This design comes from an exercise in tuning for a short achievable clock period and few clock cycles on the open sky130 flow, not from production work.
Function was checked by simulation only, so behaviour that the tests miss may differ from the original.
The clock port is modelled as an ideal driver; clocking choices that lean on that would not hold on a real chip.
Power is estimated from default activity; no workload was simulated.

Design dcache_top, start of the top module:
module dcache_top (
  input  logic                      CLK,
  input  logic                      nRST,
  input  logic                      cpu_ren,
  input  logic                      cpu_wen,
  input  logic [32-1:0] cpu_addr,
  input  logic [32-1:0] cpu_store,
  input  logic                      halt,
  output logic                      dhit,
  output logic [32-1:0] dload,
  output logic                      flushed,
  output logic                      mem_ren,
  output logic                      mem_wen,
  output logic [32-1:0] mem_addr,
  output logic [32-1:0] mem_store,
  input  logic [32-1:0] mem_load,
  input  logic                      dwait
);
Settings: LEC_CHECK=0, ABC_CLOCK_PERIOD_IN_PS=1500, CAP_MARGIN=20, CORE_MARGIN=2, CORE_UTILIZATION=40, SETUP_SLACK_MARGIN=2.5, SLEW_MARGIN=20; clock period 7.2 ns.
standard.sh (not shown) runs the stock make flow with config.mk's settings and CLKGATE_MAP_FILE= SYNTH_SCRIPT=/design/flow/synth_recipe.tcl, a recipe that flattens the netlist after the stock synthesis.
==> flow/flow/run.sh <==
#!/bin/bash
# Standard layout, with the slow 4-input OR/NOR cells kept out of synthesis and repair so the
# tag-compare trees map to faster NAND/NOR2-3 structures. Everything else is the standard.sh.
set -euo pipefail
WORK=$(pwd)
DU=""
for c in or4 or4b or4bb nor4 nor4b nor4bb; do
  for s in 1 2 4; do
    DU="$DU sky130_fd_sc_hd__${c}_$s"
  done
done
{
  echo "include $WORK/config.mk"
  echo "export DONT_USE_CELLS += $DU"
} > "$WORK/own_config.mk"
sed "s#DESIGN_CONFIG=[^ ]*#DESIGN_CONFIG=$WORK/own_config.mk#" standard.sh > own_standard.sh
bash own_standard.sh > "$WORK/own_flow_make.log" 2>&1
The starting point finished with timing, DRC and antenna clean.
Testbench counts at the start, summed over its fixed seeds: cycles 41,841.
Change:
==> flow/flow/run.sh (replaced) <==
#!/bin/bash
# Standard layout, with the slow 4-input OR/NOR cells kept out of synthesis and repair so the
# tag-compare trees map to faster NAND/NOR2-3 structures, and two more timing repair rounds after
# clock tree synthesis. Everything else is the standard.sh.
set -euo pipefail
WORK=$(pwd)
DU=""
for c in or4 or4b or4bb nor4 nor4b nor4bb; do
  for s in 1 2 4; do
    DU="$DU sky130_fd_sc_hd__${c}_$s"
  done
done
{
  echo "include $WORK/config.mk"
  echo "export DONT_USE_CELLS += $DU"
  echo "export POST_CTS_TCL = $WORK/flow/post_cts.tcl"
} > "$WORK/own_config.mk"
sed "s#DESIGN_CONFIG=[^ ]*#DESIGN_CONFIG=$WORK/own_config.mk#" standard.sh > own_standard.sh
bash own_standard.sh > "$WORK/own_flow_make.log" 2>&1
==> flow/flow/post_cts.tcl (new file) <==
# extra timing repair rounds after the standard post-CTS repair, then legalise again
repair_timing_helper
repair_timing_helper
set result [catch { detailed_placement } msg]
if { $result != 0 } {
  error "Detailed placement failed after extra repair: $msg"
}
check_placement -verbose
SETUP_SLACK_MARGIN = 3.0   (was 2.5)
Effect: The changed run completed with no timing, DRC or antenna violations; worst setup slack is worse by 190 ps; maximum frequency goes down by a few percent; routed wire length goes down slightly; total power rose by a few percent; hold slack got worse by 19 ps; core utilization came out higher by 0.66 points.

---

## alpha
dcache_top again, from the RTL that the note above started with.
==> flow/config.mk <==
export PLATFORM = sky130hd
export DESIGN_NAME = dcache_top
export DESIGN_NICKNAME = dcache_top
export VERILOG_FILES = /design/flow/design.v
export SDC_FILE = /design/flow/constraint.sdc
export NUM_CORES = 4
export LEC_CHECK = 0
export ABC_CLOCK_PERIOD_IN_PS = 1500
export CAP_MARGIN = 20
export CORE_MARGIN = 2
export CORE_UTILIZATION = 40
export SETUP_SLACK_MARGIN = 2.0
export SLEW_MARGIN = 20
==> flow/constraint.sdc <==
create_clock -name core_clock -period 7.2 [get_ports {CLK}]
set_input_delay 1.4400 -clock core_clock [delete_from_list [all_inputs] [get_ports {CLK}]]
set_output_delay 1.4400 -clock core_clock [all_outputs]
set_load 0.01 [all_outputs]
==> flow/flow/run.sh <==
#!/bin/bash
# Standard layout, with the slow 4-input OR/NOR cells kept out of synthesis and repair so the
# tag-compare trees map to faster NAND/NOR2-3 structures. Everything else is the standard.sh.
set -euo pipefail
WORK=$(pwd)
DU=""
for c in or4 or4b or4bb nor4 nor4b nor4bb mux4; do
  for s in 1 2 4; do
    DU="$DU sky130_fd_sc_hd__${c}_$s"
  done
done
{
  echo "include $WORK/config.mk"
  echo "export DONT_USE_CELLS += $DU"
} > "$WORK/own_config.mk"
sed "s#DESIGN_CONFIG=[^ ]*#DESIGN_CONFIG=$WORK/own_config.mk#" standard.sh > own_standard.sh
bash own_standard.sh > "$WORK/own_flow_make.log" 2>&1
Per the final summary, alpha finished and its layout is clean on timing, DRC and antenna.
Testbench counts of alpha, summed over its fixed seeds: cycles 41,841.
#### Input delta (beta over alpha)
diff --git a/flow/flow/run.sh b/flow/flow/run.sh
--- a/flow/flow/run.sh
+++ b/flow/flow/run.sh
@@ -7 +7 @@
-for c in or4 or4b or4bb nor4 nor4b nor4bb mux4; do
+for c in or4 or4b or4bb nor4 nor4b nor4bb; do
### Flow results
- Of the two values seen for cell with the largest stage delay on the worst path, sky130_fd_sc_hd__mux4_2 was produced by beta and sky130_fd_sc_hd__a211o_4 by alpha.
- Between alpha and beta, the flow reports combined area of all synthesized cells decreasing by a few percent.
- Against alpha as the reference, beta delivers a lower data arrival at the endpoint of the critical path.
- Cmp beta and alpha / design area / lower: beta
- Going from alpha to beta, the post-route fraction of the period consumed by the critical path was found to have gone down by 1.6 points.
- Against alpha, width of the die in beta fell by a few percent.
- beta vs alpha — clock-buffer cell count dropped 6.
- Compared with alpha, count of filler cells inserted in the layout in beta decreased by a little under 10%.
- Of beta and alpha, the higher sequential share of cell area belongs to beta.

## static timing again, ports no longer ideal
The flow's constraints put no driver on any port. The routed layouts listed below were extracted and timed again, unchanged, in two steps.
Step 1, drivers: a clkbuf_16 drives CLK and a buf_2 each remaining input, both assumed.
Step 2 adds t to the input delays and takes it off the output delays; t is the mean of the earliest and latest rising clock arrival at the registers after step 1. Input paths then give back, and output paths get back, about the clock's delay inside the block.
Three values: no drivers, after step 1, after step 2; two values: the first two.
run | t, ns | setup WS [ns] | hold WS [ns] | worst setup path after step 2
the first run of note 1 | 0.936 | 1.700 / 1.443 / 1.091 | 0.468 / 0.468 / 0.468 | input to register
the second run of note 1 | 0.961 | 1.509 / 1.416 / 1.036 | 0.448 / 0.440 / 0.467 | input to register
alpha | 0.937 | 1.625 / 1.345 / 1.047 | 0.470 / 0.470 / 0.470 | input to register
beta | 0.942 | 1.741 / 1.439 / 1.439 | 0.471 / 0.471 / 0.471 | input to output
After both steps setup and hold are still met in every run listed. For the first run of note 1, which loses most, drivers alone change the setup slack by -0.257 ns; drivers and shift together by -0.609 ns.
